Background: an optimization exercise with open tools, aiming at small area, a short achievable clock period and few clock cycles. Do not read the settings as production practice.
At most, simulation tests tie the RTL to the original design; equivalence was not proved.
Power figures rest on the tool's default switching activity, not on a simulated workload.

==> inputs of v24 <==
Design coprocessador_param, start of the top module:
module coprocessador_param
#(
  parameter int DATA_W = DATA_W_DEF,
  parameter int N_MAX = N_MAX_DEF,
  localparam int M_W = N_MAX*N_MAX*DATA_W
) (
  input  logic           clk,
  input  logic           rst,
  input  logic           start,
  input  logic [2:0]     tamanho,
  input  logic [2:0]     op,
  input  logic [M_W-1:0] matriz1,
  input  logic [M_W-1:0] matriz2,
  output logic [M_W-1:0] matrizresult,
  output logic           overflow,
  output logic           erro,
  output logic           busy,
  output logic           done
);
  typedef logic [DATA_W-1:0] elem_t;
  logic r_busy, r_done, r_erro;
  logic [N_MAX-1:0] r_ovf_l, r_ovf_m;    
  logic [N_MAX-1:0] r_last, r_colv;
  logic [N_MAX:0] r_row, r_end;
  logic r_pv;                            
  elem_t r_res [N_MAX][N_MAX];
  elem_t r_b [N_MAX][N_MAX];
  logic w_bad, w_seq, w_as, w_ng, w_tr, w_pa;
  logic [N_MAX-1:0] w_v, w_last;
  always_comb begin
    w_bad = (tamanho < 3'd2) || (tamanho > 3'(N_MAX)) || (op == OP_UNS);
    w_seq = !w_bad && (op == OP_MUL || op == OP_SCL);
    w_as = op == OP_ADD || op == OP_SUB;
    w_ng = op == OP_OPO;
    w_tr = op == OP_TRN;
    w_pa = op == OP_MUL || op == OP_SCL;
    for (int x = 0; x < N_MAX; x++) begin
      w_v[x] = !w_bad && (3'(x) < tamanho);
      w_last[x] = (3'(x+1) == tamanho);
    end
  end
  elem_t w_lane [N_MAX][N_MAX];
  logic [N_MAX-1:0] w_lovf [N_MAX];
  logic [N_MAX-1:0] w_lrow;
  for (genvar g = 0; g < N_MAX; g++) begin : g_lr
    for (genvar h = 0; h < N_MAX; h++) begin : g_lc
      logic w_en;
      assign w_en = w_v[g] && w_v[h];
      elemento_alu #(.DATA_W(DATA_W)) u_alu (
        .i_a(matriz1[(g*N_MAX+h)*DATA_W +: DATA_W]),
        .i_b(matriz2[(g*N_MAX+h)*DATA_W +: DATA_W]),
        .i_t(matriz1[(h*N_MAX+g)*DATA_W +: DATA_W]),
        .i_op0(op[0]),
        .i_as(w_en && w_as),
        .i_ng(w_en && w_ng),
        .i_tr(w_en && w_tr),
        .i_pa(w_en && w_pa),
  ...
export LEC_CHECK = 0
export CAP_MARGIN = 20
export CELL_PAD_IN_SITES_DETAIL_PLACEMENT = 1
export CORE_MARGIN = 2
export CORE_UTILIZATION = 50
export SLEW_MARGIN = 20
create_clock -name core_clock -period 12.0 [get_ports {clk}]
standard.sh (not shown) runs the stock make flow with config.mk's settings and CLKGATE_MAP_FILE= SYNTH_SCRIPT=/design/flow/synth_recipe.tcl, a recipe that flattens the netlist after the stock synthesis.
==> flow/flow/run.sh <==
#!/bin/bash
set -euo pipefail
MARGIN=7.5
sed "s/CLKGATE_MAP_FILE= /CLKGATE_MAP_FILE= SETUP_SLACK_MARGIN=$MARGIN /" standard.sh > standard_margin.sh
grep -q "SETUP_SLACK_MARGIN=$MARGIN" standard_margin.sh
bash standard_margin.sh > make.log 2>&1
==> v13 (differences from v24) <==
--- a/flow/design.v
+++ b/flow/design.v
@@ -32,15 +32,15 @@
   always_comb begin
     w_y = i_b ^ {DATA_W{i_op0}};
     w_s = {1'b0, i_a} + {1'b0, w_y} + (DATA_W+1)'(i_op0);
     w_c7 = i_a[DATA_W-1] ^ w_y[DATA_W-1] ^ w_s[DATA_W-1];
     w_lo[0] = 1'b0;
-    for (int k = 1; k < DATA_W; k++) w_lo[k] = w_lo[k-1] | i_a[k-1];
+    for (int k = 1; k < DATA_W; k++) w_lo[k] = |(i_a & ((DATA_W)'(1) << k) - (DATA_W)'(1));
     w_n = i_a ^ w_lo;
     o_y = ({DATA_W{i_as}} & w_s[DATA_W-1:0]) | ({DATA_W{i_ng}} & w_n) |
           ({DATA_W{i_tr}} & i_t) | ({DATA_W{i_pa}} & i_a);
-    o_ovf = (i_as && (w_s[DATA_W] != w_c7)) || (i_ng && i_a[DATA_W-1] && !w_lo[DATA_W-1]);
+    o_ovf = (i_as && (w_s[DATA_W] != w_c7)) || (i_ng && (i_a == {1'b1, {(DATA_W-1){1'b0}}}));
   end
 endmodule
 module dot5_csa (input logic [39:0] a, input logic [39:0] b, output logic [48:0] r);
   wire k0m0n = b[1] & ~(b[0] & 1'b0);
   wire k0m0o = b[0] ^ 1'b0;
@@ -696,21 +696,23 @@
   logic [N_MAX:0] r_row, r_end;
   logic r_pv;                            
   elem_t r_res [N_MAX][N_MAX];
   elem_t r_b [N_MAX][N_MAX];
   logic w_bad, w_seq, w_as, w_ng, w_tr, w_pa;
+  logic [7:0] w_t1h;
   logic [N_MAX-1:0] w_v, w_last;
   always_comb begin
-    w_bad = (tamanho < 3'd2) || (tamanho > 3'(N_MAX)) || (op == OP_UNS);
+    for (int t = 0; t < 8; t++) w_t1h[t] = tamanho == 3'(t);
+    w_bad = !(|w_t1h[N_MAX:2]) || (op == OP_UNS);
     w_seq = !w_bad && (op == OP_MUL || op == OP_SCL);
     w_as = op == OP_ADD || op == OP_SUB;
     w_ng = op == OP_OPO;
     w_tr = op == OP_TRN;
     w_pa = op == OP_MUL || op == OP_SCL;
     for (int x = 0; x < N_MAX; x++) begin
-      w_v[x] = !w_bad && (3'(x) < tamanho);
-      w_last[x] = (3'(x+1) == tamanho);
+      w_v[x] = !w_bad && |(w_t1h[N_MAX:0] >> (x+1));
+      w_last[x] = w_t1h[x+1];
     end
   end
   elem_t w_lane [N_MAX][N_MAX];
   logic [N_MAX-1:0] w_lovf [N_MAX];
   logic [N_MAX-1:0] w_lrow;
==> flow/flow/run.sh (replaced) <==
#!/bin/bash
# The standard layout (the standard.sh: standard synthesis, then ORFS to
# finish), with two make settings added on its command line:
#  - BUFFER_PORTS_ARGS naming the buffer that buffer_ports puts on every
#    input and output port (buf_2 instead of its default delay buffer).
# Each ORFS step writes its own log under orfs/logs; make's own output goes
# to make.log.
set -euo pipefail
MARGIN=7.3
PORTBUF=sky130_fd_sc_hd__buf_2
sed "s/CLKGATE_MAP_FILE= /CLKGATE_MAP_FILE= SETUP_SLACK_MARGIN=$MARGIN 'BUFFER_PORTS_ARGS=-buffer_cell $PORTBUF' /" standard.sh > standard_margin.sh
grep -q "SETUP_SLACK_MARGIN=$MARGIN" standard_margin.sh
bash standard_margin.sh > make.log 2>&1
--- a/flow/config.mk
+++ b/flow/config.mk
@@ -6,7 +6,7 @@
 export NUM_CORES = 4
 export LEC_CHECK = 0
 export CAP_MARGIN = 20
 export CELL_PAD_IN_SITES_DETAIL_PLACEMENT = 1
 export CORE_MARGIN = 2
-export CORE_UTILIZATION = 50
+export CORE_UTILIZATION = 62
 export SLEW_MARGIN = 20
==> v2 (differences from v24) <==
--- a/flow/design.v
+++ b/flow/design.v
@@ -32,15 +32,15 @@
   always_comb begin
     w_y = i_b ^ {DATA_W{i_op0}};
     w_s = {1'b0, i_a} + {1'b0, w_y} + (DATA_W+1)'(i_op0);
     w_c7 = i_a[DATA_W-1] ^ w_y[DATA_W-1] ^ w_s[DATA_W-1];
     w_lo[0] = 1'b0;
-    for (int k = 1; k < DATA_W; k++) w_lo[k] = w_lo[k-1] | i_a[k-1];
+    for (int k = 1; k < DATA_W; k++) w_lo[k] = |(i_a & ((DATA_W)'(1) << k) - (DATA_W)'(1));
     w_n = i_a ^ w_lo;
     o_y = ({DATA_W{i_as}} & w_s[DATA_W-1:0]) | ({DATA_W{i_ng}} & w_n) |
           ({DATA_W{i_tr}} & i_t) | ({DATA_W{i_pa}} & i_a);
-    o_ovf = (i_as && (w_s[DATA_W] != w_c7)) || (i_ng && i_a[DATA_W-1] && !w_lo[DATA_W-1]);
+    o_ovf = (i_as && (w_s[DATA_W] != w_c7)) || (i_ng && (i_a == {1'b1, {(DATA_W-1){1'b0}}}));
   end
 endmodule
 module dot5_csa (input logic [39:0] a, input logic [39:0] b, output logic [48:0] r);
   wire k0m0n = b[1] & ~(b[0] & 1'b0);
   wire k0m0o = b[0] ^ 1'b0;
@@ -689,33 +689,35 @@
   output logic           busy,
   output logic           done
 );
   typedef logic [DATA_W-1:0] elem_t;
   logic r_busy, r_done, r_erro;
-  logic [N_MAX-1:0] r_ovf_l, r_ovf_m;    
+  logic [N_MAX*N_MAX-1:0] r_ovf_l;       
+  logic [N_MAX-1:0] r_ovf_m;             
   logic [N_MAX-1:0] r_last, r_colv;
   logic [N_MAX:0] r_row, r_end;
   logic r_pv;                            
   elem_t r_res [N_MAX][N_MAX];
   elem_t r_b [N_MAX][N_MAX];
   logic w_bad, w_seq, w_as, w_ng, w_tr, w_pa;
+  logic [7:0] w_t1h;
   logic [N_MAX-1:0] w_v, w_last;
   always_comb begin
-    w_bad = (tamanho < 3'd2) || (tamanho > 3'(N_MAX)) || (op == OP_UNS);
+    for (int t = 0; t < 8; t++) w_t1h[t] = tamanho == 3'(t);
+    w_bad = !(|w_t1h[N_MAX:2]) || (op == OP_UNS);
     w_seq = !w_bad && (op == OP_MUL || op == OP_SCL);
     w_as = op == OP_ADD || op == OP_SUB;
     w_ng = op == OP_OPO;
     w_tr = op == OP_TRN;
     w_pa = op == OP_MUL || op == OP_SCL;
     for (int x = 0; x < N_MAX; x++) begin
-      w_v[x] = !w_bad && (3'(x) < tamanho);
-      w_last[x] = (3'(x+1) == tamanho);
+      w_v[x] = !w_bad && |(w_t1h[N_MAX:0] >> (x+1));
+      w_last[x] = w_t1h[x+1];
     end
   end
   elem_t w_lane [N_MAX][N_MAX];
-  logic [N_MAX-1:0] w_lovf [N_MAX];
-  logic [N_MAX-1:0] w_lrow;
+  logic [N_MAX*N_MAX-1:0] w_lovf;
   for (genvar g = 0; g < N_MAX; g++) begin : g_lr
     for (genvar h = 0; h < N_MAX; h++) begin : g_lc
       logic w_en;
       assign w_en = w_v[g] && w_v[h];
       elemento_alu #(.DATA_W(DATA_W)) u_alu (
@@ -726,23 +728,27 @@
         .i_as(w_en && w_as),
         .i_ng(w_en && w_ng),
         .i_tr(w_en && w_tr),
         .i_pa(w_en && w_pa),
         .o_y(w_lane[g][h]),
-        .o_ovf(w_lovf[g][h])
+        .o_ovf(w_lovf[g*N_MAX+h])
       );
     end
-    assign w_lrow[g] = |w_lovf[g];
   end
   localparam int CSW = 49;
   logic [N_MAX*DATA_W-1:0] w_arow;
   logic [CSW-1:0] w_csa [N_MAX];
   logic [CSW-1:0] r_csa [N_MAX];
   elem_t w_dot [N_MAX];
   logic [N_MAX-1:0] w_dovf, w_dovf_raw;
+  elem_t r_arow [N_MAX];
+  always_ff @(posedge clk) begin
+    for (int k = 0; k < N_MAX; k++)
+      r_arow[k] <= r_busy ? r_res[1][k] : w_lane[0][k];
+  end
   for (genvar k = 0; k < N_MAX; k++) begin : g_ar
-    assign w_arow[k*DATA_W +: DATA_W] = r_res[0][k];
+    assign w_arow[k*DATA_W +: DATA_W] = r_arow[k];
   end
   for (genvar h = 0; h < N_MAX; h++) begin : g_dot
     logic [N_MAX*DATA_W-1:0] w_bcol;
     for (genvar k = 0; k < N_MAX; k++) begin : g_k
       assign w_bcol[k*DATA_W +: DATA_W] = r_b[k][h];
@@ -768,11 +774,11 @@
           r_res[x][y] <= '0;
     end else if (!r_busy) begin
       if (start) begin
         r_busy <= 1'b1;
         r_done <= !w_seq;
-        r_ovf_l <= w_lrow;
+        r_ovf_l <= w_lovf;
         r_ovf_m <= '0;
         r_erro <= w_bad;
         r_row <= (N_MAX+1)'(1);
         r_end <= {w_last, 1'b0};
         r_pv <= 1'b0;
==> flow/flow/run.sh (replaced) <==
#!/bin/bash
# The standard layout (the standard.sh: standard synthesis, then ORFS to
# finish), with two make settings added on its command line:
#  - BUFFER_PORTS_ARGS naming the buffer that buffer_ports puts on every
#    input and output port (buf_2 instead of its default delay buffer).
# Each ORFS step writes its own log under orfs/logs; make's own output goes
# to make.log.
set -euo pipefail
MARGIN=7.6
PORTBUF=sky130_fd_sc_hd__buf_2
sed "s/CLKGATE_MAP_FILE= /CLKGATE_MAP_FILE= SETUP_SLACK_MARGIN=$MARGIN 'BUFFER_PORTS_ARGS=-buffer_cell $PORTBUF' /" standard.sh > standard_margin.sh
grep -q "SETUP_SLACK_MARGIN=$MARGIN" standard_margin.sh
bash standard_margin.sh > make.log 2>&1
==> flow_summary.toml <==
[clock_tree]
cts_resized = 647

[worst_setup_path]
worstPathRequired_ns = 12.61

[run_status]
status = "finished clean"

[sta]
max_slew.worst_pin.slew_ns = 1.19

[job]
cap_viol_max_count = 0
Source of the figures above: v24

==> flow_summary.toml <==
[clock_tree]
cts_resized = 304

[run_status]
haltStage = "clock tree synthesis"
status = "aborted with a tool error"
stop_error = "[ERROR DPL-0033] detailed placement checks failed during check placement."

[synth]
synth-compound-area-share = 0.175
Source of the figures above: v13

==> flow_summary.toml <==
[run_status]
status = "finished clean"

[worst_setup_path]
worstPathRequired_ns = 9.60

[finish]
n_antenna_cell = 74
syn_to_final_growth_pct = 14.5

[sta]
max_slew.worst_pin.slew_ns = 1.32
maxSlewViolCount = 0

[clock_tree]
cts_resized = 204

[job]
cap_viol_max_count = 0
Source of the figures above: v2

Testbench counts of v13, summed over its fixed seeds: cycles 6,580.
For v24 and v2, only the layout was checked, not whether the RTL still works.

==> run a <==
Another version of the RTL of coprocessador_param (not shown whole).
export LEC_CHECK = 0
export CAP_MARGIN = 20
export CORE_MARGIN = 2
export CORE_UTILIZATION = 50
export SLEW_MARGIN = 20
create_clock -name core_clock -period 12.0 [get_ports {clk}]
==> flow/flow/run.sh <==
#!/bin/bash
set -euo pipefail
MARGIN=7
sed "s/CLKGATE_MAP_FILE= /CLKGATE_MAP_FILE= SETUP_SLACK_MARGIN=$MARGIN /" standard.sh > standard_margin.sh
grep -q "SETUP_SLACK_MARGIN=$MARGIN" standard_margin.sh
bash standard_margin.sh > make.log 2>&1
==> run b: changes against run a <==
--- a/flow/design.v
+++ b/flow/design.v
@@ -15,30 +15,33 @@
 #(
   parameter int DATA_W = DATA_W_DEF
 ) (
   input  logic [DATA_W-1:0] i_a,     
   input  logic [DATA_W-1:0] i_b,     
   input  logic [DATA_W-1:0] i_t,     
-  input  logic              i_neg,   
-  input  logic              i_sub,   
-  input  logic              i_ar,    
+  input  logic              i_op0,   
+  input  logic              i_as,    
+  input  logic              i_ng,    
   input  logic              i_tr,    
   input  logic              i_pa,    
   output logic [DATA_W-1:0] o_y,
   output logic              o_ovf
 );
-  logic [DATA_W-1:0] w_x, w_y;
+  logic [DATA_W-1:0] w_y, w_n, w_lo;
   logic [DATA_W:0] w_s;
   logic w_c7;
   always_comb begin
-    w_x = i_a ^ {DATA_W{i_neg}};
-    w_y = (i_b ^ {DATA_W{i_sub}}) & {DATA_W{!i_neg}};
-    w_s = {1'b0, w_x} + {1'b0, w_y} + (DATA_W+1)'(i_sub | i_neg);
-    w_c7 = w_x[DATA_W-1] ^ w_y[DATA_W-1] ^ w_s[DATA_W-1];
-    o_y = ({DATA_W{i_ar}} & w_s[DATA_W-1:0]) | ({DATA_W{i_tr}} & i_t) | ({DATA_W{i_pa}} & i_a);
-    o_ovf = i_ar && (w_s[DATA_W] != w_c7);
+    w_y = i_b ^ {DATA_W{i_op0}};
+    w_s = {1'b0, i_a} + {1'b0, w_y} + (DATA_W+1)'(i_op0);
+    w_c7 = i_a[DATA_W-1] ^ w_y[DATA_W-1] ^ w_s[DATA_W-1];
+    w_lo[0] = 1'b0;
+    for (int k = 1; k < DATA_W; k++) w_lo[k] = w_lo[k-1] | i_a[k-1];
+    w_n = i_a ^ w_lo;
+    o_y = ({DATA_W{i_as}} & w_s[DATA_W-1:0]) | ({DATA_W{i_ng}} & w_n) |
+          ({DATA_W{i_tr}} & i_t) | ({DATA_W{i_pa}} & i_a);
+    o_ovf = (i_as && (w_s[DATA_W] != w_c7)) || (i_ng && i_a[DATA_W-1] && !w_lo[DATA_W-1]);
   end
 endmodule
 module dot5_csa (input logic [39:0] a, input logic [39:0] b, output logic [33:0] r);
   wire k0m0n = b[1] & ~(b[0] & 1'b0);
   wire k0m0o = b[0] ^ 1'b0;
   wire k0m0t = (b[1] & ~b[0] & ~1'b0) | (~b[1] & b[0] & 1'b0);
@@ -691,20 +694,19 @@
   logic [N_MAX-1:0] r_ovf_l, r_ovf_m;    
   logic [N_MAX-1:0] r_last, r_colv;
   logic [N_MAX:0] r_row, r_end;
   logic r_pv;                            
   elem_t r_res [N_MAX][N_MAX];
   elem_t r_b [N_MAX][N_MAX];
-  logic w_bad, w_seq, w_neg, w_sub, w_ar, w_tr, w_pa;
+  logic w_bad, w_seq, w_as, w_ng, w_tr, w_pa;
   logic [N_MAX-1:0] w_v, w_last;
   always_comb begin
     w_bad = (tamanho < 3'd2) || (tamanho > 3'(N_MAX)) || (op == OP_UNS);
     w_seq = !w_bad && (op == OP_MUL || op == OP_SCL);
-    w_neg = op == OP_OPO;
-    w_sub = op == OP_SUB;
-    w_ar = op == OP_ADD || op == OP_SUB || op == OP_OPO;
+    w_as = op == OP_ADD || op == OP_SUB;
+    w_ng = op == OP_OPO;
     w_tr = op == OP_TRN;
     w_pa = op == OP_MUL || op == OP_SCL;
     for (int x = 0; x < N_MAX; x++) begin
       w_v[x] = !w_bad && (3'(x) < tamanho);
       w_last[x] = (3'(x+1) == tamanho);
     end
@@ -717,15 +719,15 @@
       logic w_en;
       assign w_en = w_v[g] && w_v[h];
       elemento_alu #(.DATA_W(DATA_W)) u_alu (
         .i_a(matriz1[(g*N_MAX+h)*DATA_W +: DATA_W]),
         .i_b(matriz2[(g*N_MAX+h)*DATA_W +: DATA_W]),
         .i_t(matriz1[(h*N_MAX+g)*DATA_W +: DATA_W]),
-        .i_neg(w_neg),
-        .i_sub(w_sub),
-        .i_ar(w_en && w_ar),
+        .i_op0(op[0]),
+        .i_as(w_en && w_as),
+        .i_ng(w_en && w_ng),
         .i_tr(w_en && w_tr),
         .i_pa(w_en && w_pa),
         .o_y(w_lane[g][h]),
         .o_ovf(w_lovf[g][h])
       );
     end
==> flow/config.mk (replaced) <==
export PLATFORM = sky130hd
export DESIGN_NAME = coprocessador_param
export DESIGN_NICKNAME = coprocessador_param
export VERILOG_FILES = /design/flow/design.v
export SDC_FILE = /design/flow/constraint.sdc
export NUM_CORES = 4
export LEC_CHECK = 0
export CAP_MARGIN = 20
export CELL_PAD_IN_SITES_DETAIL_PLACEMENT = 1
export CORE_MARGIN = 2
export CORE_UTILIZATION = 50
export SLEW_MARGIN = 20
==> qor summary <==
item	run a	run b
Outcome	complete, no violations	complete, no violations
Average instance area after synthesis	9.06 sq um	9.09 sq um
Number of buffers other than clock buffers in the final layout	1012	855
F_max	187 MHz	200 MHz
Proportion of final cell area spent on non-clock buffers	11.3%	9.23%
Parity-gate share of the synthesized area counting xor and xnor cells	15.6%	12.1%
Clk_buf instances	89	100
Fillcell total	13381	17543
Starting DRC count in detailed routing	11039	11418
Most frequent cell on the critical path	xnor2_1	nor2_1
Critical path required time	12.56 ns	12.55 ns
Worst Reg-to-Reg Cells	10	15
Cell internal power dissipation	10.3 mW	10.2 mW
Share of total power in combinational logic	71.5%	71.2%
Number of iterations in the first detailed-routing pass	9	10
Commonest non-fill, non-tap cell in the layout	xor2_1	inv_1
Testbench counts of run b, summed over its fixed seeds: cycles 6,580.
No functional check of the RTL was part of run a.

[re-timing with driven ports]
In the flow no input, the clock included, has a driving cell. The finished layouts below were timed again as built, in two steps. Step 1: set_driving_cell puts a clkbuf_16 on clk and a buf_2 on each other input, an assumption about the parent block. Step 2 adds t to the input delays and takes it off the output delays; t is the mean of the earliest and latest rising clock arrival at the registers after step 1. Input paths then give back, and output paths get back, about the clock's delay inside the block. a / b / c = no drivers / after step 1 / after step 2; a / b = the first two.
| run | shift t [ns] | setup WS [ns] | hold WS [ns] |
|---|---|---|---|
| v24 | 0.840 | 7.245 / 7.189 / 6.350 | 0.483 / 0.483 / 0.483 |
| v2 | 0.843 | 7.109 / 7.007 / 6.533 | 0.475 / 0.475 / 0.475 |
| run a | 0.805 | 6.655 / 6.577 / 5.771 | 0.460 / 0.460 / 0.460 |
| run b | 0.823 | 6.993 / 6.896 / 6.074 | 0.457 / 0.457 / 0.457 |
After both steps setup and hold are still met in every run listed. The setup slack of run b, which loses most, moves by -0.097 ns with the drivers and by -0.919 ns with both steps.
